This is an optimization exercise on Yosys and OpenROAD, whose aim is small area, not a production implementation.
At most, simulation tests tie the RTL to the original design; equivalence was not proved.
The RTL of run 2 was laid out without a check of its function.
Power is estimated from default activity; no workload was simulated.

==> flow/design.v, too long to show whole: its modules and the start of the top module <==
// module sad_min_search: 2295 lines
// module sad_fa: 10 lines
// module sad_ha: 9 lines
// module sad_ornot: 7 lines
// module sad_maj: 8 lines
module sad_min_search #(
   parameter int PIX_W = 8,
   parameter int LANES = 32,
   parameter int BEATS = 32,
   parameter int IDX_W = 16,
   localparam int SAD_W = PIX_W + $clog2(LANES * BEATS)
) (
   input  logic                   Bus2IP_Clk,
   input  logic                   Bus2IP_Reset,
   input  logic                   clr,
   input  logic                   in_valid,
   input  logic [PIX_W*LANES-1:0] in_face,
   input  logic [PIX_W*LANES-1:0] in_group,
   output logic                   sad_valid,
   output logic [SAD_W-1:0]       sad_out,
   output logic [IDX_W-1:0]       sad_idx,
   output logic                   best_valid,
   output logic [SAD_W-1:0]       best_sad,
   output logic [IDX_W-1:0]       best_idx
);
  // ...
==> flow/flow/run.sh <==
#!/bin/bash
# The standard layout, with three changes: synthesis buffers are removed
# before global placement (flow/pre_gpl.tcl), the port buffers that
# buffer_ports inserts are the smallest plain buffer instead of the tool's
# default pick, and clock tree synthesis adds no dummy loads.
set -euo pipefail
here=$(pwd)
bash standard.sh \
  PRE_GLOBAL_PLACE_TCL="$here/flow/pre_gpl.tcl" \
  BUFFER_PORTS_ARGS="-buffer_cell sky130_fd_sc_hd__buf_1" \
  CTS_ARGS="-sink_clustering_enable -repair_clock_nets -dont_use_dummy_load -buf_list sky130_fd_sc_hd__clkbuf_8" \
  finish > make_finish.log 2>&1
==> flow/flow/pre_gpl.tcl <==
# Before global placement: drop the buffers that synthesis inserted (the
# standard flow does the same when timing-driven placement is on); repair
# later in the flow adds back any that slew, capacitance or timing need.
remove_buffers
==> flow/standard.sh <==
#!/bin/bash
# synth_recipe.tcl (not shown) runs the flow's synth.tcl, then flattens the netlist and writes it again
# the make line also repeats each setting of config.mk as NAME=value (left out here)
make -C /OpenROAD-flow-scripts/flow DESIGN_CONFIG=/design/flow/config.mk WORK_HOME=/design/flow/orfs CLKGATE_MAP_FILE= SYNTH_SCRIPT=/design/flow/synth_recipe.tcl "${@:-finish}"
==> flow/config.mk <==
export PLATFORM = sky130hd
export DESIGN_NAME = sad_min_search
export DESIGN_NICKNAME = sad_min_search
export VERILOG_FILES = /design/flow/design.v
export SDC_FILE = /design/flow/constraint.sdc
export NUM_CORES = 4
export LEC_CHECK = 0
export CAP_MARGIN = 20
export CORE_MARGIN = 2
export CORE_UTILIZATION = 40
export CTS_BUF_LIST = sky130_fd_sc_hd__clkbuf_4 sky130_fd_sc_hd__clkbuf_8
export GPL_TIMING_DRIVEN = 0
export PLACE_DENSITY = 0.6
export SLEW_MARGIN = 20
export SYNTH_HIERARCHICAL = 1
export SYNTH_MINIMUM_KEEP_SIZE = 0
==> flow/constraint.sdc <==
create_clock -name core_clock -period 7.0 [get_ports {Bus2IP_Clk}]
set_input_delay 1.4000 -clock core_clock [delete_from_list [all_inputs] [get_ports {Bus2IP_Clk}]]
set_output_delay 1.4000 -clock core_clock [all_outputs]
set_load 0.01 [all_outputs]
==> flow_metrics.env, run 1 <==
export IMPL_firstDrtPassIters=4
export IMPL_highest_layer="met5"
export IMPL_dp_cells=2556
export IMPL_holdCritPathClass="register to register"
export IMPL_nNonClkBuffers=586
export IMPL_cts_tree="done"
export IMPL_path_cells="buf_1, nand2b_1, fa_1, fa_1, fa_1, fa_1, fa_1, fa_1, fa_1, xnor2_1, fa_1, fa_1, fa_1, fa_1"
export IMPL_top_register="r1_q"
export IMPL_crit_required_ps=7310
export IMPL_nNonClkInverters=244
export IMPL_portBuffers=585
export IMPL_largest_class="multi-input gates"
export IMPL_path_buf_inv=1
export IMPL_r2r_end="acc_q[15]$_DFFE_PP_"
export IMPL_worstSetupPathType="primary input to register"
export IMPL_fillers=4389
export IMPL_hold_violations=0
export IMPL_synthTopCellsByCount="fa_1, inv_1, xnor2_1, dfxtp_1, edfxtp_1"
export IMPL_seq_cell_count=159
export IMPL_power_mw=13.2
export IMPL_yosysWarningCount=7
export IMPL_power_share_clock=0.038
export IMPL_seq_share=0.177
export IMPL_min_from="d3_q$_SDFF_PN0_"
export IMPL_period_needed_ps=6830
export IMPL_avgViaCountPerCell=4.55
export IMPL_grt_busiest_layer="met2"
export IMPL_pg_clk_uw=499
export IMPL_die_x_um=221
export IMPL_status="no timing/DRC/antenna violations"
==> inputs of run 2 (changes only) <==
--- a/flow/design.v
+++ b/flow/design.v
@@ -14,17 +14,17 @@
    output logic                   sad_valid,
    output logic [SAD_W-1:0]       sad_out,
    output logic [IDX_W-1:0]       sad_idx,
    output logic                   best_valid,
    output logic [SAD_W-1:0]       best_sad,
    output logic [IDX_W-1:0]       best_idx
 );
    localparam int CNT_W = (BEATS > 1) ? $clog2(BEATS) : 1;
-   localparam int NR1   = 60;
+   localparam int NR1   = 57;
    logic kill;
    assign kill = clr | Bus2IP_Reset;
    logic [CNT_W-1:0] cnt_q;
    logic             v1_q, f1_q, l1_q, d2_q, d3_q;
    logic [NR1-1:0]   r1_q;
    logic [SAD_W-1:0] acc_q, acc_d, accg, hold_q, sum_a, sum_b;
    logic             sad_valid_q, best_valid_q;
    logic [IDX_W-1:0] cand_q, best_idx_q;
@@ -1267,24 +1267,24 @@
    logic a_s1217;
    logic a_c1218;
    logic a_s1219;
    logic a_c1220;
    logic a_s1221;
    logic a_c1222;
    logic a_s1223;
    logic a_c1224;
-   logic b0_s1225;
-   logic b0_c1226;
-   logic b0_s1227;
-   logic b0_c1228;
-   logic b1_s1229;
-   logic b1_c1230;
-   logic b1_s1231;
-   logic b1_c1232;
+   logic a_s1225;
+   logic a_c1226;
+   logic a_s1227;
+   logic a_c1228;
+   logic a_s1229;
+   logic a_c1230;
+   logic b0_s1231;
+   logic b0_c1232;
    logic b1_s1233;
    logic b1_c1234;
    logic b1_s1235;
    logic b1_c1236;
    logic b1_s1237;
    logic b1_c1238;
    logic b1_s1239;
    logic b1_c1240;
@@ -1303,18 +1303,18 @@
    logic b1_s1253;
    logic b1_c1254;
    logic b1_s1255;
    logic b1_c1256;
    logic b1_s1257;
    logic b1_c1258;
    logic b1_s1259;
    logic b1_c1260;
-   logic b1_s1261;
-   logic b1_c1262;
+   logic b2_s1261;
+   logic b2_c1262;
    logic b2_s1263;
    logic b2_c1264;
    logic b2_s1265;
    logic b2_c1266;
    logic b2_s1267;
    logic b2_c1268;
    logic b2_s1269;
    logic b2_c1270;
@@ -1337,18 +1337,18 @@
    logic b2_s1287;
    logic b2_c1288;
    logic b2_s1289;
    logic b2_c1290;
    logic b2_s1291;
    logic b2_c1292;
    logic b2_s1293;
    logic b2_c1294;
-   logic b2_s1295;
-   logic b2_c1296;
+   logic b3_s1295;
+   logic b3_c1296;
    logic b3_s1297;
    logic b3_c1298;
    logic b3_s1299;
    logic b3_c1300;
    logic b3_s1301;
    logic b3_c1302;
    logic b3_s1303;
    logic b3_c1304;
@@ -1357,18 +1357,18 @@
    logic b3_s1307;
    logic b3_c1308;
    logic b3_s1309;
    logic b3_c1310;
    logic b3_s1311;
    logic b3_c1312;
    logic b3_s1313;
    logic b3_c1314;
-   logic b3_s1315;
-   logic b3_c1316;
+   logic b4_s1315;
+   logic b4_c1316;
    logic b4_s1317;
    logic b4_c1318;
    logic b4_s1319;
    logic b4_c1320;
    logic b4_s1321;
    logic b4_c1322;
    logic b4_s1323;
    logic b4_c1324;
@@ -1383,18 +1383,18 @@
    logic b4_s1333;
    logic b4_c1334;
    logic b4_s1335;
    logic b4_c1336;
    logic b4_s1337;
    logic b4_c1338;
    logic b4_s1339;
    logic b4_c1340;
-   logic b4_s1341;
-   logic b4_c1342;
+   logic p_s1341;
+   logic p_c1342;
    logic p_s1343;
    logic p_c1344;
    logic p_s1345;
    logic p_c1346;
    logic p_s1347;
    logic p_c1348;
    logic p_s1349;
    logic p_c1350;
@@ -1403,18 +1403,16 @@
    logic p_s1353;
    logic p_c1354;
    logic p_s1355;
    logic p_c1356;
    logic p_s1357;
    logic p_c1358;
    logic p_s1359;
    logic p_c1360;
-   logic p_s1361;
-   logic p_c1362;
    logic [8:0] hi_sum;
    assign l0_d1 = in_face[0] ^ in_group[0];
    sad_ornot u_l0_c2 (.a(in_face[0]), .b(in_group[0]), .y(l0_c2));
    sad_fa u_l0_s3 (.a(in_face[1]), .b(~in_group[1]), .ci(l0_c2), .s(l0_s3), .co(l0_c4));
    sad_fa u_l0_s5 (.a(in_face[2]), .b(~in_group[2]), .ci(l0_c4), .s(l0_s5), .co(l0_c6));
    sad_fa u_l0_s7 (.a(in_face[3]), .b(~in_group[3]), .ci(l0_c6), .s(l0_s7), .co(l0_c8));
    sad_fa u_l0_s9 (.a(in_face[4]), .b(~in_group[4]), .ci(l0_c8), .s(l0_s9), .co(l0_c10));
    sad_fa u_l0_s11 (.a(in_face[5]), .b(~in_group[5]), .ci(l0_c10), .s(l0_s11), .co(l0_c12));
@@ -2117,153 +2115,152 @@
    sad_fa u_a_s1087 (.a(a_s1069), .b(a_s1071), .ci(a_c1024), .s(a_s1087), .co(a_c1088));
    sad_fa u_a_s1089 (.a(a_c1026), .b(a_c1028), .ci(a_s1073), .s(a_s1089), .co(a_c1090));
    sad_fa u_a_s1091 (.a(a_c1030), .b(a_c1032), .ci(a_c1034), .s(a_s1091), .co(a_c1092));
    sad_fa u_a_s1093 (.a(a_c1036), .b(a_s1075), .ci(a_s1077), .s(a_s1093), .co(a_c1094));
    sad_fa u_a_s1095 (.a(a_s1079), .b(a_s1081), .ci(a_s1083), .s(a_s1095), .co(a_c1096));
    sad_fa u_a_s1097 (.a(a_s1085), .b(a_c1038), .ci(a_s1087), .s(a_s1097), .co(a_c1098));
    sad_fa u_a_s1099 (.a(a_c1040), .b(a_c1042), .ci(a_c1044), .s(a_s1099), .co(a_c1100));
    sad_fa u_a_s1101 (.a(a_s1089), .b(a_c1046), .ci(a_s1091), .s(a_s1101), .co(a_c1102));
-   sad_fa u_a_s1103 (.a(l0_x22), .b(l10_x262), .ci(l11_x286), .s(a_s1103), .co(a_c1104));
-   sad_fa u_a_s1105 (.a(l12_x310), .b(l13_x334), .ci(l14_x358), .s(a_s1105), .co(a_c1106));
-   sad_fa u_a_s1107 (.a(l15_x382), .b(l16_x406), .ci(l17_x430), .s(a_s1107), .co(a_c1108));
-   sad_fa u_a_s1109 (.a(l18_x454), .b(l19_x478), .ci(l1_x46), .s(a_s1109), .co(a_c1110));
-   sad_fa u_a_s1111 (.a(l20_x502), .b(l21_x526), .ci(l22_x550), .s(a_s1111), .co(a_c1112));
-   sad_fa u_a_s1113 (.a(l23_x574), .b(l24_x598), .ci(l25_x622), .s(a_s1113), .co(a_c1114));
-   sad_fa u_a_s1115 (.a(l26_x646), .b(l27_x670), .ci(l28_x694), .s(a_s1115), .co(a_c1116));
-   sad_fa u_a_s1117 (.a(l29_x718), .b(l2_x70), .ci(l30_x742), .s(a_s1117), .co(a_c1118));
-   sad_fa u_a_s1119 (.a(l31_x766), .b(l3_x94), .ci(l4_x118), .s(a_s1119), .co(a_c1120));
-   sad_fa u_a_s1121 (.a(l5_x142), .b(l6_x166), .ci(l7_x190), .s(a_s1121), .co(a_c1122));
-   sad_fa u_a_s1123 (.a(l8_x214), .b(l9_x238), .ci(a_c1054), .s(a_s1123), .co(a_c1124));
-   sad_fa u_a_s1125 (.a(a_c1056), .b(a_c1058), .ci(a_c1060), .s(a_s1125), .co(a_c1126));
-   sad_fa u_a_s1127 (.a(a_c1062), .b(a_c1064), .ci(a_c1066), .s(a_s1127), .co(a_c1128));
-   sad_fa u_a_s1129 (.a(a_c1068), .b(a_c1070), .ci(a_c1072), .s(a_s1129), .co(a_c1130));
-   sad_fa u_a_s1131 (.a(a_s1103), .b(a_s1105), .ci(a_s1107), .s(a_s1131), .co(a_c1132));
-   sad_fa u_a_s1133 (.a(a_s1109), .b(a_s1111), .ci(a_s1113), .s(a_s1133), .co(a_c1134));
-   sad_fa u_a_s1135 (.a(a_s1115), .b(a_s1117), .ci(a_s1119), .s(a_s1135), .co(a_c1136));
-   sad_fa u_a_s1137 (.a(a_s1121), .b(a_c1074), .ci(a_c1076), .s(a_s1137), .co(a_c1138));
-   sad_fa u_a_s1139 (.a(a_c1078), .b(a_c1080), .ci(a_s1123), .s(a_s1139), .co(a_c1140));
-   sad_fa u_a_s1141 (.a(a_c1082), .b(a_c1084), .ci(a_c1086), .s(a_s1141), .co(a_c1142));
-   sad_fa u_a_s1143 (.a(a_s1125), .b(a_s1127), .ci(a_s1129), .s(a_s1143), .co(a_c1144));
-   sad_fa u_a_s1145 (.a(a_s1131), .b(a_s1133), .ci(a_s1135), .s(a_s1145), .co(a_c1146));
-   sad_fa u_a_s1147 (.a(a_c1088), .b(a_c1090), .ci(a_s1137), .s(a_s1147), .co(a_c1148));
-   sad_fa u_a_s1149 (.a(a_c1092), .b(a_c1094), .ci(a_s1139), .s(a_s1149), .co(a_c1150));
-   sad_fa u_a_s1151 (.a(a_c1096), .b(a_s1141), .ci(a_s1143), .s(a_s1151), .co(a_c1152));
-   sad_fa u_a_s1153 (.a(l0_x23), .b(l10_x263), .ci(l11_x287), .s(a_s1153), .co(a_c1154));
-   sad_fa u_a_s1155 (.a(l12_x311), .b(l13_x335), .ci(l14_x359), .s(a_s1155), .co(a_c1156));
-   sad_fa u_a_s1157 (.a(l15_x383), .b(l16_x407), .ci(l17_x431), .s(a_s1157), .co(a_c1158));
-   sad_fa u_a_s1159 (.a(l18_x455), .b(l19_x479), .ci(l1_x47), .s(a_s1159), .co(a_c1160));
-   sad_fa u_a_s1161 (.a(l20_x503), .b(l21_x527), .ci(l22_x551), .s(a_s1161), .co(a_c1162));
-   sad_fa u_a_s1163 (.a(l23_x575), .b(l24_x599), .ci(l25_x623), .s(a_s1163), .co(a_c1164));
-   sad_fa u_a_s1165 (.a(l26_x647), .b(l27_x671), .ci(l28_x695), .s(a_s1165), .co(a_c1166));
-   sad_fa u_a_s1167 (.a(l29_x719), .b(l2_x71), .ci(l30_x743), .s(a_s1167), .co(a_c1168));
-   sad_fa u_a_s1169 (.a(l31_x767), .b(l3_x95), .ci(l4_x119), .s(a_s1169), .co(a_c1170));
-   sad_fa u_a_s1171 (.a(l5_x143), .b(l6_x167), .ci(l7_x191), .s(a_s1171), .co(a_c1172));
-   sad_fa u_a_s1173 (.a(l8_x215), .b(l9_x239), .ci(a_c1104), .s(a_s1173), .co(a_c1174));
-   sad_fa u_a_s1175 (.a(a_c1106), .b(a_c1108), .ci(a_c1110), .s(a_s1175), .co(a_c1176));
-   sad_fa u_a_s1177 (.a(a_c1112), .b(a_c1114), .ci(a_c1116), .s(a_s1177), .co(a_c1178));
-   sad_fa u_a_s1179 (.a(a_c1118), .b(a_c1120), .ci(a_c1122), .s(a_s1179), .co(a_c1180));
-   sad_fa u_a_s1181 (.a(a_s1153), .b(a_s1155), .ci(a_s1157), .s(a_s1181), .co(a_c1182));
-   sad_fa u_a_s1183 (.a(a_s1159), .b(a_s1161), .ci(a_s1163), .s(a_s1183), .co(a_c1184));
-   sad_fa u_a_s1185 (.a(a_s1165), .b(a_s1167), .ci(a_s1169), .s(a_s1185), .co(a_c1186));
-   sad_fa u_a_s1187 (.a(a_s1171), .b(a_c1124), .ci(a_c1126), .s(a_s1187), .co(a_c1188));
-   sad_fa u_a_s1189 (.a(a_c1128), .b(a_c1130), .ci(a_s1173), .s(a_s1189), .co(a_c1190));
-   sad_fa u_a_s1191 (.a(a_c1132), .b(a_c1134), .ci(a_c1136), .s(a_s1191), .co(a_c1192));
-   sad_fa u_a_s1193 (.a(a_s1175), .b(a_s1177), .ci(a_s1179), .s(a_s1193), .co(a_c1194));
-   sad_fa u_a_s1195 (.a(a_s1181), .b(a_s1183), .ci(a_s1185), .s(a_s1195), .co(a_c1196));
-   sad_fa u_a_s1197 (.a(a_c1138), .b(a_c1140), .ci(a_s1187), .s(a_s1197), .co(a_c1198));
-   sad_fa u_a_s1199 (.a(a_c1142), .b(a_c1144), .ci(a_s1189), .s(a_s1199), .co(a_c1200));
-   sad_fa u_a_s1201 (.a(a_c1146), .b(a_s1191), .ci(a_s1193), .s(a_s1201), .co(a_c1202));
-   sad_fa u_a_s1203 (.a(a_c1154), .b(a_c1156), .ci(a_c1158), .s(a_s1203), .co(a_c1204));
-   sad_fa u_a_s1205 (.a(a_c1160), .b(a_c1162), .ci(a_c1164), .s(a_s1205), .co(a_c1206));
-   sad_fa u_a_s1207 (.a(a_c1166), .b(a_c1168), .ci(a_c1170), .s(a_s1207), .co(a_c1208));
-   sad_fa u_a_s1209 (.a(a_c1172), .b(a_c1174), .ci(a_c1176), .s(a_s1209), .co(a_c1210));
-   sad_fa u_a_s1211 (.a(a_c1178), .b(a_c1180), .ci(a_c1182), .s(a_s1211), .co(a_c1212));
-   sad_fa u_a_s1213 (.a(a_c1184), .b(a_c1186), .ci(a_s1203), .s(a_s1213), .co(a_c1214));
-   sad_fa u_a_s1215 (.a(a_s1205), .b(a_s1207), .ci(a_c1188), .s(a_s1215), .co(a_c1216));
-   sad_fa u_a_s1217 (.a(a_c1190), .b(a_s1209), .ci(a_c1192), .s(a_s1217), .co(a_c1218));
-   sad_fa u_a_s1219 (.a(a_c1194), .b(a_s1211), .ci(a_c1196), .s(a_s1219), .co(a_c1220));
-   sad_fa u_a_s1221 (.a(a_c1204), .b(a_c1206), .ci(a_c1208), .s(a_s1221), .co(a_c1222));
-   sad_fa u_a_s1223 (.a(a_c1210), .b(a_c1212), .ci(a_c1214), .s(a_s1223), .co(a_c1224));
-   sad_ha u_b0_s1225 (.a(r1_q[15]), .b(r1_q[16]), .s(b0_s1225), .co(b0_c1226));
-   sad_ha u_b0_s1227 (.a(r1_q[24]), .b(r1_q[25]), .s(b0_s1227), .co(b0_c1228));
-   sad_fa u_b1_s1229 (.a(r1_q[8]), .b(r1_q[9]), .ci(r1_q[10]), .s(b1_s1229), .co(b1_c1230));
-   sad_fa u_b1_s1231 (.a(b0_s1225), .b(r1_q[17]), .ci(r1_q[18]), .s(b1_s1231), .co(b1_c1232));
-   sad_fa u_b1_s1233 (.a(r1_q[19]), .b(r1_q[20]), .ci(r1_q[21]), .s(b1_s1233), .co(b1_c1234));
-   sad_fa u_b1_s1235 (.a(b0_c1226), .b(b0_s1227), .ci(r1_q[26]), .s(b1_s1235), .co(b1_c1236));
-   sad_fa u_b1_s1237 (.a(r1_q[27]), .b(r1_q[28]), .ci(r1_q[29]), .s(b1_s1237), .co(b1_c1238));
-   sad_ha u_b1_s1239 (.a(r1_q[30]), .b(r1_q[31]), .s(b1_s1239), .co(b1_c1240));
-   sad_fa u_b1_s1241 (.a(b0_c1228), .b(r1_q[32]), .ci(r1_q[33]), .s(b1_s1241), .co(b1_c1242));
-   sad_fa u_b1_s1243 (.a(r1_q[34]), .b(r1_q[35]), .ci(r1_q[36]), .s(b1_s1243), .co(b1_c1244));
-   sad_fa u_b1_s1245 (.a(r1_q[37]), .b(r1_q[38]), .ci(accg[6]), .s(b1_s1245), .co(b1_c1246));
-   sad_fa u_b1_s1247 (.a(r1_q[39]), .b(r1_q[40]), .ci(r1_q[41]), .s(b1_s1247), .co(b1_c1248));
-   sad_fa u_b1_s1249 (.a(r1_q[42]), .b(r1_q[43]), .ci(r1_q[44]), .s(b1_s1249), .co(b1_c1250));
-   sad_ha u_b1_s1251 (.a(r1_q[45]), .b(accg[7]), .s(b1_s1251), .co(b1_c1252));
-   sad_fa u_b1_s1253 (.a(r1_q[46]), .b(r1_q[47]), .ci(r1_q[48]), .s(b1_s1253), .co(b1_c1254));
-   sad_fa u_b1_s1255 (.a(r1_q[49]), .b(r1_q[50]), .ci(r1_q[51]), .s(b1_s1255), .co(b1_c1256));
-   sad_ha u_b1_s1257 (.a(r1_q[52]), .b(accg[8]), .s(b1_s1257), .co(b1_c1258));
-   sad_fa u_b1_s1259 (.a(r1_q[53]), .b(r1_q[54]), .ci(r1_q[55]), .s(b1_s1259), .co(b1_c1260));
-   sad_ha u_b1_s1261 (.a(r1_q[56]), .b(r1_q[57]), .s(b1_s1261), .co(b1_c1262));
-   sad_fa u_b2_s1263 (.a(r1_q[3]), .b(r1_q[4]), .ci(r1_q[5]), .s(b2_s1263), .co(b2_c1264));
-   sad_fa u_b2_s1265 (.a(b1_s1229), .b(r1_q[11]), .ci(r1_q[12]), .s(b2_s1265), .co(b2_c1266));
-   sad_ha u_b2_s1267 (.a(r1_q[13]), .b(r1_q[14]), .s(b2_s1267), .co(b2_c1268));
-   sad_fa u_b2_s1269 (.a(b1_c1230), .b(b1_s1231), .ci(b1_s1233), .s(b2_s1269), .co(b2_c1270));
-   sad_fa u_b2_s1271 (.a(r1_q[22]), .b(r1_q[23]), .ci(accg[4]), .s(b2_s1271), .co(b2_c1272));
-   sad_fa u_b2_s1273 (.a(b1_c1232), .b(b1_c1234), .ci(b1_s1235), .s(b2_s1273), .co(b2_c1274));
-   sad_fa u_b2_s1275 (.a(b1_s1237), .b(b1_s1239), .ci(accg[5]), .s(b2_s1275), .co(b2_c1276));
-   sad_fa u_b2_s1277 (.a(b1_c1236), .b(b1_c1238), .ci(b1_c1240), .s(b2_s1277), .co(b2_c1278));
-   sad_fa u_b2_s1279 (.a(b1_s1241), .b(b1_s1243), .ci(b1_s1245), .s(b2_s1279), .co(b2_c1280));
-   sad_fa u_b2_s1281 (.a(b1_c1242), .b(b1_c1244), .ci(b1_c1246), .s(b2_s1281), .co(b2_c1282));
-   sad_fa u_b2_s1283 (.a(b1_s1247), .b(b1_s1249), .ci(b1_s1251), .s(b2_s1283), .co(b2_c1284));
-   sad_fa u_b2_s1285 (.a(b1_c1248), .b(b1_c1250), .ci(b1_c1252), .s(b2_s1285), .co(b2_c1286));
-   sad_fa u_b2_s1287 (.a(b1_s1253), .b(b1_s1255), .ci(b1_s1257), .s(b2_s1287), .co(b2_c1288));
-   sad_fa u_b2_s1289 (.a(b1_c1254), .b(b1_c1256), .ci(b1_c1258), .s(b2_s1289), .co(b2_c1290));
-   sad_fa u_b2_s1291 (.a(b1_s1259), .b(b1_s1261), .ci(accg[9]), .s(b2_s1291), .co(b2_c1292));
-   sad_fa u_b2_s1293 (.a(b1_c1260), .b(b1_c1262), .ci(r1_q[58]), .s(b2_s1293), .co(b2_c1294));
-   sad_ha u_b2_s1295 (.a(r1_q[59]), .b(accg[10]), .s(b2_s1295), .co(b2_c1296));
-   sad_ha u_b3_s1297 (.a(b2_s1263), .b(r1_q[6]), .s(b3_s1297), .co(b3_c1298));
-   sad_fa u_b3_s1299 (.a(b2_c1264), .b(b2_s1265), .ci(b2_s1267), .s(b3_s1299), .co(b3_c1300));
-   sad_fa u_b3_s1301 (.a(b2_c1266), .b(b2_c1268), .ci(b2_s1269), .s(b3_s1301), .co(b3_c1302));
-   sad_fa u_b3_s1303 (.a(b2_c1270), .b(b2_c1272), .ci(b2_s1273), .s(b3_s1303), .co(b3_c1304));
-   sad_fa u_b3_s1305 (.a(b2_c1274), .b(b2_c1276), .ci(b2_s1277), .s(b3_s1305), .co(b3_c1306));
-   sad_fa u_b3_s1307 (.a(b2_c1278), .b(b2_c1280), .ci(b2_s1281), .s(b3_s1307), .co(b3_c1308));
-   sad_fa u_b3_s1309 (.a(b2_c1282), .b(b2_c1284), .ci(b2_s1285), .s(b3_s1309), .co(b3_c1310));
-   sad_fa u_b3_s1311 (.a(b2_c1286), .b(b2_c1288), .ci(b2_s1289), .s(b3_s1311), .co(b3_c1312));
-   sad_fa u_b3_s1313 (.a(b2_c1290), .b(b2_c1292), .ci(b2_s1293), .s(b3_s1313), .co(b3_c1314));
-   sad_ha u_b3_s1315 (.a(b2_c1294), .b(b2_c1296), .s(b3_s1315), .co(b3_c1316));
-   sad_ha u_b4_s1317 (.a(r1_q[0]), .b(r1_q[1]), .s(b4_s1317), .co(b4_c1318));
-   sad_ha u_b4_s1319 (.a(r1_q[2]), .b(accg[1]), .s(b4_s1319), .co(b4_c1320));
-   sad_fa u_b4_s1321 (.a(b3_s1297), .b(r1_q[7]), .ci(accg[2]), .s(b4_s1321), .co(b4_c1322));
-   sad_fa u_b4_s1323 (.a(b3_c1298), .b(b3_s1299), .ci(accg[3]), .s(b4_s1323), .co(b4_c1324));
-   sad_fa u_b4_s1325 (.a(b3_c1300), .b(b3_s1301), .ci(b2_s1271), .s(b4_s1325), .co(b4_c1326));
-   sad_fa u_b4_s1327 (.a(b3_c1302), .b(b3_s1303), .ci(b2_s1275), .s(b4_s1327), .co(b4_c1328));
-   sad_fa u_b4_s1329 (.a(b3_c1304), .b(b3_s1305), .ci(b2_s1279), .s(b4_s1329), .co(b4_c1330));
-   sad_fa u_b4_s1331 (.a(b3_c1306), .b(b3_s1307), .ci(b2_s1283), .s(b4_s1331), .co(b4_c1332));
-   sad_fa u_b4_s1333 (.a(b3_c1308), .b(b3_s1309), .ci(b2_s1287), .s(b4_s1333), .co(b4_c1334));
-   sad_fa u_b4_s1335 (.a(b3_c1310), .b(b3_s1311), .ci(b2_s1291), .s(b4_s1335), .co(b4_c1336));
-   sad_fa u_b4_s1337 (.a(b3_c1312), .b(b3_s1313), .ci(b2_s1295), .s(b4_s1337), .co(b4_c1338));
-   sad_fa u_b4_s1339 (.a(b3_c1314), .b(b3_s1315), .ci(accg[11]), .s(b4_s1339), .co(b4_c1340));
-   sad_ha u_b4_s1341 (.a(b3_c1316), .b(accg[12]), .s(b4_s1341), .co(b4_c1342));
-   sad_ha u_p_s1343 (.a(b4_s1317), .b(accg[0]), .s(p_s1343), .co(p_c1344));
+   sad_fa u_a_s1103 (.a(a_s1093), .b(a_s1095), .ci(a_c1048), .s(a_s1103), .co(a_c1104));
+   sad_fa u_a_s1105 (.a(l0_x22), .b(l10_x262), .ci(l11_x286), .s(a_s1105), .co(a_c1106));
+   sad_fa u_a_s1107 (.a(l12_x310), .b(l13_x334), .ci(l14_x358), .s(a_s1107), .co(a_c1108));
+   sad_fa u_a_s1109 (.a(l15_x382), .b(l16_x406), .ci(l17_x430), .s(a_s1109), .co(a_c1110));
+   sad_fa u_a_s1111 (.a(l18_x454), .b(l19_x478), .ci(l1_x46), .s(a_s1111), .co(a_c1112));
+   sad_fa u_a_s1113 (.a(l20_x502), .b(l21_x526), .ci(l22_x550), .s(a_s1113), .co(a_c1114));
+   sad_fa u_a_s1115 (.a(l23_x574), .b(l24_x598), .ci(l25_x622), .s(a_s1115), .co(a_c1116));
+   sad_fa u_a_s1117 (.a(l26_x646), .b(l27_x670), .ci(l28_x694), .s(a_s1117), .co(a_c1118));
+   sad_fa u_a_s1119 (.a(l29_x718), .b(l2_x70), .ci(l30_x742), .s(a_s1119), .co(a_c1120));
+   sad_fa u_a_s1121 (.a(l31_x766), .b(l3_x94), .ci(l4_x118), .s(a_s1121), .co(a_c1122));
+   sad_fa u_a_s1123 (.a(l5_x142), .b(l6_x166), .ci(l7_x190), .s(a_s1123), .co(a_c1124));
+   sad_fa u_a_s1125 (.a(l8_x214), .b(l9_x238), .ci(a_c1054), .s(a_s1125), .co(a_c1126));
+   sad_fa u_a_s1127 (.a(a_c1056), .b(a_c1058), .ci(a_c1060), .s(a_s1127), .co(a_c1128));
+   sad_fa u_a_s1129 (.a(a_c1062), .b(a_c1064), .ci(a_c1066), .s(a_s1129), .co(a_c1130));
+   sad_fa u_a_s1131 (.a(a_c1068), .b(a_c1070), .ci(a_c1072), .s(a_s1131), .co(a_c1132));
+   sad_fa u_a_s1133 (.a(a_s1105), .b(a_s1107), .ci(a_s1109), .s(a_s1133), .co(a_c1134));
+   sad_fa u_a_s1135 (.a(a_s1111), .b(a_s1113), .ci(a_s1115), .s(a_s1135), .co(a_c1136));
+   sad_fa u_a_s1137 (.a(a_s1117), .b(a_s1119), .ci(a_s1121), .s(a_s1137), .co(a_c1138));
+   sad_fa u_a_s1139 (.a(a_s1123), .b(a_c1074), .ci(a_c1076), .s(a_s1139), .co(a_c1140));
+   sad_fa u_a_s1141 (.a(a_c1078), .b(a_c1080), .ci(a_s1125), .s(a_s1141), .co(a_c1142));
+   sad_fa u_a_s1143 (.a(a_c1082), .b(a_c1084), .ci(a_c1086), .s(a_s1143), .co(a_c1144));
+   sad_fa u_a_s1145 (.a(a_s1127), .b(a_s1129), .ci(a_s1131), .s(a_s1145), .co(a_c1146));
+   sad_fa u_a_s1147 (.a(a_s1133), .b(a_s1135), .ci(a_s1137), .s(a_s1147), .co(a_c1148));
+   sad_fa u_a_s1149 (.a(a_c1088), .b(a_c1090), .ci(a_s1139), .s(a_s1149), .co(a_c1150));
+   sad_fa u_a_s1151 (.a(a_c1092), .b(a_c1094), .ci(a_s1141), .s(a_s1151), .co(a_c1152));
+   sad_fa u_a_s1153 (.a(a_c1096), .b(a_s1143), .ci(a_s1145), .s(a_s1153), .co(a_c1154));
+   sad_fa u_a_s1155 (.a(l0_x23), .b(l10_x263), .ci(l11_x287), .s(a_s1155), .co(a_c1156));
+   sad_fa u_a_s1157 (.a(l12_x311), .b(l13_x335), .ci(l14_x359), .s(a_s1157), .co(a_c1158));
+   sad_fa u_a_s1159 (.a(l15_x383), .b(l16_x407), .ci(l17_x431), .s(a_s1159), .co(a_c1160));
+   sad_fa u_a_s1161 (.a(l18_x455), .b(l19_x479), .ci(l1_x47), .s(a_s1161), .co(a_c1162));
+   sad_fa u_a_s1163 (.a(l20_x503), .b(l21_x527), .ci(l22_x551), .s(a_s1163), .co(a_c1164));
+   sad_fa u_a_s1165 (.a(l23_x575), .b(l24_x599), .ci(l25_x623), .s(a_s1165), .co(a_c1166));
+   sad_fa u_a_s1167 (.a(l26_x647), .b(l27_x671), .ci(l28_x695), .s(a_s1167), .co(a_c1168));
+   sad_fa u_a_s1169 (.a(l29_x719), .b(l2_x71), .ci(l30_x743), .s(a_s1169), .co(a_c1170));
+   sad_fa u_a_s1171 (.a(l31_x767), .b(l3_x95), .ci(l4_x119), .s(a_s1171), .co(a_c1172));
+   sad_fa u_a_s1173 (.a(l5_x143), .b(l6_x167), .ci(l7_x191), .s(a_s1173), .co(a_c1174));
+   sad_fa u_a_s1175 (.a(l8_x215), .b(l9_x239), .ci(a_c1106), .s(a_s1175), .co(a_c1176));
+   sad_fa u_a_s1177 (.a(a_c1108), .b(a_c1110), .ci(a_c1112), .s(a_s1177), .co(a_c1178));
+   sad_fa u_a_s1179 (.a(a_c1114), .b(a_c1116), .ci(a_c1118), .s(a_s1179), .co(a_c1180));
+   sad_fa u_a_s1181 (.a(a_c1120), .b(a_c1122), .ci(a_c1124), .s(a_s1181), .co(a_c1182));
+   sad_fa u_a_s1183 (.a(a_s1155), .b(a_s1157), .ci(a_s1159), .s(a_s1183), .co(a_c1184));
+   sad_fa u_a_s1185 (.a(a_s1161), .b(a_s1163), .ci(a_s1165), .s(a_s1185), .co(a_c1186));
+   sad_fa u_a_s1187 (.a(a_s1167), .b(a_s1169), .ci(a_s1171), .s(a_s1187), .co(a_c1188));
+   sad_fa u_a_s1189 (.a(a_s1173), .b(a_c1126), .ci(a_c1128), .s(a_s1189), .co(a_c1190));
+   sad_fa u_a_s1191 (.a(a_c1130), .b(a_c1132), .ci(a_s1175), .s(a_s1191), .co(a_c1192));
+   sad_fa u_a_s1193 (.a(a_c1134), .b(a_c1136), .ci(a_c1138), .s(a_s1193), .co(a_c1194));
+   sad_fa u_a_s1195 (.a(a_s1177), .b(a_s1179), .ci(a_s1181), .s(a_s1195), .co(a_c1196));
+   sad_fa u_a_s1197 (.a(a_s1183), .b(a_s1185), .ci(a_s1187), .s(a_s1197), .co(a_c1198));
+   sad_fa u_a_s1199 (.a(a_c1140), .b(a_c1142), .ci(a_s1189), .s(a_s1199), .co(a_c1200));
+   sad_fa u_a_s1201 (.a(a_c1144), .b(a_c1146), .ci(a_s1191), .s(a_s1201), .co(a_c1202));
+   sad_fa u_a_s1203 (.a(a_c1148), .b(a_s1193), .ci(a_s1195), .s(a_s1203), .co(a_c1204));
+   sad_fa u_a_s1205 (.a(a_c1156), .b(a_c1158), .ci(a_c1160), .s(a_s1205), .co(a_c1206));
+   sad_fa u_a_s1207 (.a(a_c1162), .b(a_c1164), .ci(a_c1166), .s(a_s1207), .co(a_c1208));
+   sad_fa u_a_s1209 (.a(a_c1168), .b(a_c1170), .ci(a_c1172), .s(a_s1209), .co(a_c1210));
+   sad_fa u_a_s1211 (.a(a_c1174), .b(a_c1176), .ci(a_c1178), .s(a_s1211), .co(a_c1212));
+   sad_fa u_a_s1213 (.a(a_c1180), .b(a_c1182), .ci(a_c1184), .s(a_s1213), .co(a_c1214));
+   sad_fa u_a_s1215 (.a(a_c1186), .b(a_c1188), .ci(a_s1205), .s(a_s1215), .co(a_c1216));
+   sad_fa u_a_s1217 (.a(a_s1207), .b(a_s1209), .ci(a_c1190), .s(a_s1217), .co(a_c1218));
+   sad_fa u_a_s1219 (.a(a_c1192), .b(a_s1211), .ci(a_c1194), .s(a_s1219), .co(a_c1220));
+   sad_fa u_a_s1221 (.a(a_c1196), .b(a_s1213), .ci(a_c1198), .s(a_s1221), .co(a_c1222));
+   sad_fa u_a_s1223 (.a(a_s1215), .b(a_s1217), .ci(a_c1200), .s(a_s1223), .co(a_c1224));
+   sad_fa u_a_s1225 (.a(a_c1206), .b(a_c1208), .ci(a_c1210), .s(a_s1225), .co(a_c1226));
+   sad_fa u_a_s1227 (.a(a_c1212), .b(a_c1214), .ci(a_c1216), .s(a_s1227), .co(a_c1228));
+   sad_fa u_a_s1229 (.a(a_s1225), .b(a_c1218), .ci(a_c1220), .s(a_s1229), .co(a_c1230));
+   sad_ha u_b0_s1231 (.a(r1_q[15]), .b(r1_q[16]), .s(b0_s1231), .co(b0_c1232));
+   sad_fa u_b1_s1233 (.a(r1_q[8]), .b(r1_q[9]), .ci(r1_q[10]), .s(b1_s1233), .co(b1_c1234));
+   sad_fa u_b1_s1235 (.a(b0_s1231), .b(r1_q[17]), .ci(r1_q[18]), .s(b1_s1235), .co(b1_c1236));
+   sad_fa u_b1_s1237 (.a(r1_q[19]), .b(r1_q[20]), .ci(r1_q[21]), .s(b1_s1237), .co(b1_c1238));
+   sad_fa u_b1_s1239 (.a(b0_c1232), .b(r1_q[24]), .ci(r1_q[25]), .s(b1_s1239), .co(b1_c1240));
+   sad_fa u_b1_s1241 (.a(r1_q[26]), .b(r1_q[27]), .ci(r1_q[28]), .s(b1_s1241), .co(b1_c1242));
+   sad_fa u_b1_s1243 (.a(r1_q[30]), .b(r1_q[31]), .ci(r1_q[32]), .s(b1_s1243), .co(b1_c1244));
+   sad_fa u_b1_s1245 (.a(r1_q[33]), .b(r1_q[34]), .ci(r1_q[35]), .s(b1_s1245), .co(b1_c1246));
+   sad_ha u_b1_s1247 (.a(r1_q[36]), .b(r1_q[37]), .s(b1_s1247), .co(b1_c1248));
+   sad_fa u_b1_s1249 (.a(r1_q[38]), .b(r1_q[39]), .ci(r1_q[40]), .s(b1_s1249), .co(b1_c1250));
+   sad_fa u_b1_s1251 (.a(r1_q[41]), .b(r1_q[42]), .ci(r1_q[43]), .s(b1_s1251), .co(b1_c1252));
+   sad_ha u_b1_s1253 (.a(r1_q[44]), .b(accg[7]), .s(b1_s1253), .co(b1_c1254));
+   sad_fa u_b1_s1255 (.a(r1_q[45]), .b(r1_q[46]), .ci(r1_q[47]), .s(b1_s1255), .co(b1_c1256));
+   sad_ha u_b1_s1257 (.a(r1_q[48]), .b(r1_q[49]), .s(b1_s1257), .co(b1_c1258));
+   sad_ha u_b1_s1259 (.a(r1_q[50]), .b(r1_q[51]), .s(b1_s1259), .co(b1_c1260));
+   sad_fa u_b2_s1261 (.a(r1_q[3]), .b(r1_q[4]), .ci(r1_q[5]), .s(b2_s1261), .co(b2_c1262));
+   sad_fa u_b2_s1263 (.a(b1_s1233), .b(r1_q[11]), .ci(r1_q[12]), .s(b2_s1263), .co(b2_c1264));
+   sad_ha u_b2_s1265 (.a(r1_q[13]), .b(r1_q[14]), .s(b2_s1265), .co(b2_c1266));
+   sad_fa u_b2_s1267 (.a(b1_c1234), .b(b1_s1235), .ci(b1_s1237), .s(b2_s1267), .co(b2_c1268));
+   sad_fa u_b2_s1269 (.a(r1_q[22]), .b(r1_q[23]), .ci(accg[4]), .s(b2_s1269), .co(b2_c1270));
+   sad_fa u_b2_s1271 (.a(b1_c1236), .b(b1_c1238), .ci(b1_s1239), .s(b2_s1271), .co(b2_c1272));
+   sad_fa u_b2_s1273 (.a(b1_s1241), .b(r1_q[29]), .ci(accg[5]), .s(b2_s1273), .co(b2_c1274));
+   sad_fa u_b2_s1275 (.a(b1_c1240), .b(b1_c1242), .ci(b1_s1243), .s(b2_s1275), .co(b2_c1276));
+   sad_fa u_b2_s1277 (.a(b1_s1245), .b(b1_s1247), .ci(accg[6]), .s(b2_s1277), .co(b2_c1278));
+   sad_fa u_b2_s1279 (.a(b1_c1244), .b(b1_c1246), .ci(b1_c1248), .s(b2_s1279), .co(b2_c1280));
+   sad_fa u_b2_s1281 (.a(b1_s1249), .b(b1_s1251), .ci(b1_s1253), .s(b2_s1281), .co(b2_c1282));
+   sad_fa u_b2_s1283 (.a(b1_c1250), .b(b1_c1252), .ci(b1_c1254), .s(b2_s1283), .co(b2_c1284));
+   sad_fa u_b2_s1285 (.a(b1_s1255), .b(b1_s1257), .ci(accg[8]), .s(b2_s1285), .co(b2_c1286));
+   sad_fa u_b2_s1287 (.a(b1_c1256), .b(b1_c1258), .ci(b1_s1259), .s(b2_s1287), .co(b2_c1288));
+   sad_fa u_b2_s1289 (.a(r1_q[52]), .b(r1_q[53]), .ci(accg[9]), .s(b2_s1289), .co(b2_c1290));
+   sad_fa u_b2_s1291 (.a(b1_c1260), .b(r1_q[54]), .ci(r1_q[55]), .s(b2_s1291), .co(b2_c1292));
+   sad_ha u_b2_s1293 (.a(r1_q[56]), .b(accg[10]), .s(b2_s1293), .co(b2_c1294));
+   sad_ha u_b3_s1295 (.a(b2_s1261), .b(r1_q[6]), .s(b3_s1295), .co(b3_c1296));
+   sad_fa u_b3_s1297 (.a(b2_c1262), .b(b2_s1263), .ci(b2_s1265), .s(b3_s1297), .co(b3_c1298));
+   sad_fa u_b3_s1299 (.a(b2_c1264), .b(b2_c1266), .ci(b2_s1267), .s(b3_s1299), .co(b3_c1300));
+   sad_fa u_b3_s1301 (.a(b2_c1268), .b(b2_c1270), .ci(b2_s1271), .s(b3_s1301), .co(b3_c1302));
+   sad_fa u_b3_s1303 (.a(b2_c1272), .b(b2_c1274), .ci(b2_s1275), .s(b3_s1303), .co(b3_c1304));
+   sad_fa u_b3_s1305 (.a(b2_c1276), .b(b2_c1278), .ci(b2_s1279), .s(b3_s1305), .co(b3_c1306));
+   sad_fa u_b3_s1307 (.a(b2_c1280), .b(b2_c1282), .ci(b2_s1283), .s(b3_s1307), .co(b3_c1308));
+   sad_fa u_b3_s1309 (.a(b2_c1284), .b(b2_c1286), .ci(b2_s1287), .s(b3_s1309), .co(b3_c1310));
+   sad_fa u_b3_s1311 (.a(b2_c1288), .b(b2_c1290), .ci(b2_s1291), .s(b3_s1311), .co(b3_c1312));
+   sad_ha u_b3_s1313 (.a(b2_c1292), .b(b2_c1294), .s(b3_s1313), .co(b3_c1314));
+   sad_ha u_b4_s1315 (.a(r1_q[0]), .b(r1_q[1]), .s(b4_s1315), .co(b4_c1316));
+   sad_ha u_b4_s1317 (.a(r1_q[2]), .b(accg[1]), .s(b4_s1317), .co(b4_c1318));
+   sad_fa u_b4_s1319 (.a(b3_s1295), .b(r1_q[7]), .ci(accg[2]), .s(b4_s1319), .co(b4_c1320));
+   sad_fa u_b4_s1321 (.a(b3_c1296), .b(b3_s1297), .ci(accg[3]), .s(b4_s1321), .co(b4_c1322));
+   sad_fa u_b4_s1323 (.a(b3_c1298), .b(b3_s1299), .ci(b2_s1269), .s(b4_s1323), .co(b4_c1324));
+   sad_fa u_b4_s1325 (.a(b3_c1300), .b(b3_s1301), .ci(b2_s1273), .s(b4_s1325), .co(b4_c1326));
+   sad_fa u_b4_s1327 (.a(b3_c1302), .b(b3_s1303), .ci(b2_s1277), .s(b4_s1327), .co(b4_c1328));
+   sad_fa u_b4_s1329 (.a(b3_c1304), .b(b3_s1305), .ci(b2_s1281), .s(b4_s1329), .co(b4_c1330));
+   sad_fa u_b4_s1331 (.a(b3_c1306), .b(b3_s1307), .ci(b2_s1285), .s(b4_s1331), .co(b4_c1332));
+   sad_fa u_b4_s1333 (.a(b3_c1308), .b(b3_s1309), .ci(b2_s1289), .s(b4_s1333), .co(b4_c1334));
+   sad_fa u_b4_s1335 (.a(b3_c1310), .b(b3_s1311), .ci(b2_s1293), .s(b4_s1335), .co(b4_c1336));
+   sad_fa u_b4_s1337 (.a(b3_c1312), .b(b3_s1313), .ci(accg[11]), .s(b4_s1337), .co(b4_c1338));
+   sad_ha u_b4_s1339 (.a(b3_c1314), .b(accg[12]), .s(b4_s1339), .co(b4_c1340));
+   sad_ha u_p_s1341 (.a(b4_s1315), .b(accg[0]), .s(p_s1341), .co(p_c1342));
+   sad_fa u_p_s1343 (.a(b4_c1316), .b(b4_s1317), .ci(p_c1342), .s(p_s1343), .co(p_c1344));
    sad_fa u_p_s1345 (.a(b4_c1318), .b(b4_s1319), .ci(p_c1344), .s(p_s1345), .co(p_c1346));
    sad_fa u_p_s1347 (.a(b4_c1320), .b(b4_s1321), .ci(p_c1346), .s(p_s1347), .co(p_c1348));
    sad_fa u_p_s1349 (.a(b4_c1322), .b(b4_s1323), .ci(p_c1348), .s(p_s1349), .co(p_c1350));
    sad_fa u_p_s1351 (.a(b4_c1324), .b(b4_s1325), .ci(p_c1350), .s(p_s1351), .co(p_c1352));
    sad_fa u_p_s1353 (.a(b4_c1326), .b(b4_s1327), .ci(p_c1352), .s(p_s1353), .co(p_c1354));
    sad_fa u_p_s1355 (.a(b4_c1328), .b(b4_s1329), .ci(p_c1354), .s(p_s1355), .co(p_c1356));
    sad_fa u_p_s1357 (.a(b4_c1330), .b(b4_s1331), .ci(p_c1356), .s(p_s1357), .co(p_c1358));
    sad_fa u_p_s1359 (.a(b4_c1332), .b(b4_s1333), .ci(p_c1358), .s(p_s1359), .co(p_c1360));
-   sad_fa u_p_s1361 (.a(b4_c1334), .b(b4_s1335), .ci(p_c1360), .s(p_s1361), .co(p_c1362));
-   assign hi_sum = {{accg[17], accg[16], accg[15], accg[14], b4_c1342, b4_c1340, b4_c1338, b4_c1336}, p_c1362} + {{1'b0, 1'b0, 1'b0, 1'b0, accg[13], b4_s1341, b4_s1339, b4_s1337}, p_c1362};
-   assign acc_d = {hi_sum[8:1], p_s1361, p_s1359, p_s1357, p_s1355, p_s1353, p_s1351, p_s1349, p_s1347, p_s1345, p_s1343};
-   assign sum_a = {accg[17], accg[16], accg[15], accg[14], b4_c1342, b4_c1340, b4_c1338, b4_c1336, b4_c1334, b4_c1332, b4_c1330, b4_c1328, b4_c1326, b4_c1324, b4_c1322, b4_c1320, b4_c1318, b4_s1317};
-   assign sum_b = {1'b0, 1'b0, 1'b0, 1'b0, accg[13], b4_s1341, b4_s1339, b4_s1337, b4_s1335, b4_s1333, b4_s1331, b4_s1329, b4_s1327, b4_s1325, b4_s1323, b4_s1321, b4_s1319, accg[0]};
+   assign hi_sum = {{accg[17], accg[16], accg[15], accg[14], b4_c1340, b4_c1338, b4_c1336, b4_c1334}, p_c1360} + {{1'b0, 1'b0, 1'b0, 1'b0, accg[13], b4_s1339, b4_s1337, b4_s1335}, p_c1360};
+   assign acc_d = {hi_sum[8:1], p_s1359, p_s1357, p_s1355, p_s1353, p_s1351, p_s1349, p_s1347, p_s1345, p_s1343, p_s1341};
+   assign sum_a = {accg[17], accg[16], accg[15], accg[14], b4_c1340, b4_c1338, b4_c1336, b4_c1334, b4_c1332, b4_c1330, b4_c1328, b4_c1326, b4_c1324, b4_c1322, b4_c1320, b4_c1318, b4_c1316, b4_s1315};
+   assign sum_b = {1'b0, 1'b0, 1'b0, 1'b0, accg[13], b4_s1339, b4_s1337, b4_s1335, b4_s1333, b4_s1331, b4_s1329, b4_s1327, b4_s1325, b4_s1323, b4_s1321, b4_s1319, b4_s1317, accg[0]};
    assign take = d3_q & (!best_valid_q || lt_q);
    always_ff @(posedge Bus2IP_Clk) begin
-      r1_q <= {a_c1224, a_c1222, a_s1223, a_c1220, a_c1218, a_c1216, a_s1221, a_s1219, a_c1202, a_s1217, a_c1200, a_c1198, a_s1215, a_s1213, a_s1201, a_s1199, a_c1152, a_s1197, a_c1150, a_c1148, a_s1195, a_s1151, a_s1149, a_c1102, a_s1147, a_c1100, a_c1098, a_s1145, a_s1101, a_s1099, a_c1052, a_s1097, a_c1050, a_c1048, a_s1095, a_s1093, a_s1051, a_c1000, a_s1049, a_c998, a_s1047, a_c996, a_c994, a_s1045, a_s1043, a_s999, a_s997, a_s995, a_s993, a_c942, a_c940, a_c938, a_s941, a_s939, a_c876, a_s937, a_s935, a_s875, a_s797, a_s795};
+      r1_q <= {a_c1230, a_c1228, a_c1226, a_s1229, a_c1224, a_s1227, a_c1222, a_s1223, a_s1221, a_c1204, a_s1219, a_c1202, a_s1203, a_s1201, a_c1154, a_s1199, a_c1152, a_c1150, a_s1197, a_c1104, a_s1153, a_s1151, a_c1102, a_s1149, a_c1100, a_c1098, a_s1147, a_s1103, a_s1101, a_s1099, a_c1052, a_s1097, a_c1050, a_s1051, a_c1000, a_s1049, a_c998, a_s1047, a_c996, a_c994, a_s1045, a_s1043, a_s999, a_s997, a_s995, a_s993, a_c942, a_c940, a_c938, a_s941, a_s939, a_c876, a_s937, a_s935, a_s875, a_s797, a_s795};
       f1_q <= (cnt_q == '0);
       l1_q <= (cnt_q == CNT_W'(BEATS - 1));
       lt_q <= bw[SAD_W];
       if (v1_q) acc_q <= acc_d;
       if (d2_q) hold_q <= acc_q;
       if (!kill && take) begin
          best_sad_q <= hold_q;
          best_idx_q <= cand_q;
==> flow_metrics.env, run 2 <==
export IMPL_yosysWarningCount=7
export IMPL_start_util=0.404
export IMPL_synthTopCellsByCount="fa_1, inv_1, xnor2_1, dfxtp_1, edfxtp_1"
export IMPL_die_h_um=221
export IMPL_cts_tree="done"
export IMPL_gr_total_overflow=0
export IMPL_crit_path_start_kind="primary input"
export IMPL_max_clock_path_buffers=2
export IMPL_die_area_um2=48700
export IMPL_maxCapViolCount=0
export IMPL_path_delay_family="adder cells"
export IMPL_drc=0
export IMPL_p_sw_frac=0.468
export IMPL_largest_register_ffs=57
export IMPL_finalWeightedCongestion=0.960
export IMPL_cts_hold_buffers_added=0
export IMPL_final_common_cell="buf_1"
export IMPL_dp_hpwl_mm=56.8
export IMPL_final_cell_mix="buf_1, fa_1, inv_1"
export IMPL_path_cells="buf_1, nand2b_1, fa_1, fa_1, fa_1, fa_1, fa_1, fa_1, fa_2, xnor2_1, fa_1, fa_1, fa_1, fa_1, fa_1"
export IMPL_critical_path_max_stage_delay_ps=510
export IMPL_use_met3=0.0316
export IMPL_first_iter_violations=574
export IMPL_top_register="r1_q"
export IMPL_finalSetupTns_ps=0
export IMPL_cp_common_cell="fa_1"
export IMPL_endpoint_kind="register"
export IMPL_ant_nets=0
export IMPL_status="no timing/DRC/antenna violations"
export IMPL_path_buf_inv=1
export IMPL_cp_slowest_cell="fa_2"
export IMPL_period_share=0.991
export IMPL_wl_per_cell_um=23.2
export IMPL_finalWirelength_mm=60.0
export IMPL_setup_viol=0
export IMPL_rsz0062_at_grt="yes"
export IMPL_antenna_found_initial=7
export IMPL_p_sw_mw=6.17
export IMPL_grt_util_met1=0.311
export IMPL_yosysMostFrequentCell="fa_1"
export IMPL_fin_nets=3037
export IMPL_hold_violations=0
export IMPL_design_area_um2=22000
export IMPL_drive_above_1_share=0.0416
export IMPL_ys_types=32
export IMPL_max_freq_mhz=144
export IMPL_grt_start_max_net_pins=27
export IMPL_power_share_clock=0.037
export IMPL_synth_seq_cells=156
export IMPL_syn_to_final_growth_pct=17.3
export IMPL_cp_max_fo=8
export IMPL_grt_busiest_layer="met2"
export IMPL_fillers=4330
export IMPL_crit_arrival_ps=7230
export IMPL_synth_nets=2457
export IMPL_num_rows=79
export IMPL_synthArstFlopShare=0
export IMPL_power_frac_seq=0.146
export IMPL_crit_required_ps=7290
export IMPL_tightest_slew_ps=877
export IMPL_pin_count=586
export IMPL_yosysSeqAreaShare=0.204
export IMPL_cts_sinks=156
export IMPL_clk_latency_ps=440
export IMPL_grt_use_total=0.251
export IMPL_worstSetupPathType="primary input to register"
export IMPL_synth_top_area_share=0.542
export IMPL_placed_area_um2=21600
export IMPL_synth_ff_type="dfxtp_1"
export IMPL_power_density_nw_per_um2=599
export IMPL_fin_skew_ps=28.6
export IMPL_slew_headroom=0.414
export IMPL_cts_buffers=17
export IMPL_holdCritPathClass="register to register"
export IMPL_firstDrtPassIters=5
export IMPL_period_needed_ps=6940
export IMPL_combPwrFrac=0.817
export IMPL_yosysTopAreaCell="fa_1"
export IMPL_root_buffer="clkbuf_8"
export IMPL_finalMaxSlewViolations=0
export IMPL_via_count=11864
export IMPL_grt_pass1_vias=13747
export IMPL_synth_cells=1395
export IMPL_avgViaCountPerCell=4.58
export IMPL_core_um2=46500
export IMPL_synth_area_um2=18800
export IMPL_avgSynthCellArea_um2=13.5
export IMPL_p_leak_nw=8.67
export IMPL_clk_pin_slew_ps=70
export IMPL_grt_util_met2=0.472
export IMPL_synth_edf_count=70
export IMPL_die_x_um=221
export IMPL_synth_area_leaders="fa_1, edfxtp_1, xnor2_1"
export IMPL_portBuffers=585
export IMPL_cts_htree_levels=4
export IMPL_internal_power_mw=7.02
export IMPL_irDropWorstVdd_mv=0.842
export IMPL_grt_pass1_wl_mm=85.3
==> run 2: final cells by class <==
cell class	count	area, um2	area share
Inverter	244	916	0.0416
Clock buffer	17	234	0.0106
Antenna cell	8	20.0	0.000909
Tap cell	607	759	0.0345
Sequential cell	156	3820	0.174
Multi-Input combinational cell	959	13900	0.633
Timing Repair Buffer	597	2330	0.106
==> run 2: cells by family after synthesis <==
logic type      Yosys count  share of synthesized area
buf+inv                 280                     0.0582
fa+ha+maj               564                      0.578
other cells               1                   0.000200
simple gates            120                     0.0323
xor+xnor                261                      0.122
flops                   156                      0.204
mux                       1                   0.000800
compound gates           12                    0.00507
==> run 2: metrics by stage <==
step	hold slack (ps)	cells	utilization	total power, mW	worst slack [ps]
after global routing	451	2585	0.474	14.8	-21.4
after CTS	435	2569	0.470	13.4	9.74
after floorplan	416	1395	-	9.15	165
final	429	2588	0.474	13.2	61.0
after detailed placement	432	2552	0.465	13.0	-574
after global placement	424	2551	0.464	12.6	-549
==> run 2: power by group through the flow <==
| stage | Combinational (mW) | Clock [mW] | Sequential [mW] |
|---|---|---|---|
| final | 10.8 | 0.493 | 1.92 |
| after global placement | 10.6 | 0 | 1.94 |
| after CTS | 11.0 | 0.509 | 1.92 |
| after floorplan | 7.24 | 0 | 1.91 |
| after global routing | 12.4 | 0.542 | 1.95 |
| after detailed placement | 11.0 | 0 | 1.94 |
==> run 2: worst paths after layout <==
path	from	end	slack, ps	depth (start not counted)
worst max-delay path	in_face[216]	r1_q[53]$_DFF_P_	60	15
worst min-delay path	hold_q[4]$_DFFE_PP_	best_sad_q[4]$_DFFE_PP_	430	0
worst max register to register	r1_q[8]$_DFF_P_	acc_q[15]$_DFFE_PP_	370	16
worst min register to register	hold_q[4]$_DFFE_PP_	best_sad_q[4]$_DFFE_PP_	430	0
==> run 2: worst register-to-register path, stage by stage (launching register included) <==
cell and delay, ps:
dfxtp_1 320, fa_1 500, fa_1 570, fa_1 440, fa_1 490, fa_1 420, fa_1 400, fa_1 400
fa_1 390, fa_1 390, fa_1 390, fa_1 440, fa_1 460, a211oi_2 260, nor2_2 100, o21ai_2 140
mux2_4 300
==> run 2: metal layers <==
layer  vias to the layer above  part of all wire  wire length [um]
met1                      6212              0.39             23600
met3                        40             0.044              2640
met2                       383              0.55             32800
met4                         0             0.015               922
li1                       5229                 -                 -
met5                         -                 0                 0
==> run 2: repair_timing <==
item | CTS | global route
resized for setup | 7 | 20
pin swaps | 0 | 5
cloned | 0 | 0
buffers inserted | 0 | 11
setup endpoints to repair | 4 | 6
==> run 2: Yosys stat by module, one instance, submodules excluded <==
module | flip-flops and latches | copies in the design
sad_min_search | 156 | 1
sad_fa | 0 | 507
sad_ha | 0 | 34
sad_maj | 0 | 18
sad_ornot | 0 | 32

## re-timing with driven ports
The flow's constraints put no driver on any port. The routed layouts listed below were extracted and timed again, unchanged, in two steps.
Step 1 (the two cells are an assumption about what drives the block):
set clk [get_ports {Bus2IP_Clk}]
set_driving_cell -lib_cell sky130_fd_sc_hd__clkbuf_16 $clk
set_driving_cell -lib_cell sky130_fd_sc_hd__buf_2 [delete_from_list [all_inputs] $clk]
Step 2, shift: input delay + t, output delay - t, t = (earliest + latest rising clock arrival at the registers) / 2. This alone moves slack from input paths to output paths.
a / b / c = ideal / step 1 / step 2; a / b = the first two.
run | shift t [ns] | slack for setup (ns) | clock arrival spread, ns
run 1 | 0.483 | 0.167 / 0.184 / -0.298 | 0.046 / 0.045
run 2 | 0.467 | 0.061 / 0.071 / -0.396 | 0.031 / 0.032
Met with ideal ports but missed after step 2: setup timing in run 1 and run 2. The setup slack of run 1, which loses most, moves by +0.017 ns with the drivers and by -0.465 ns with both steps.
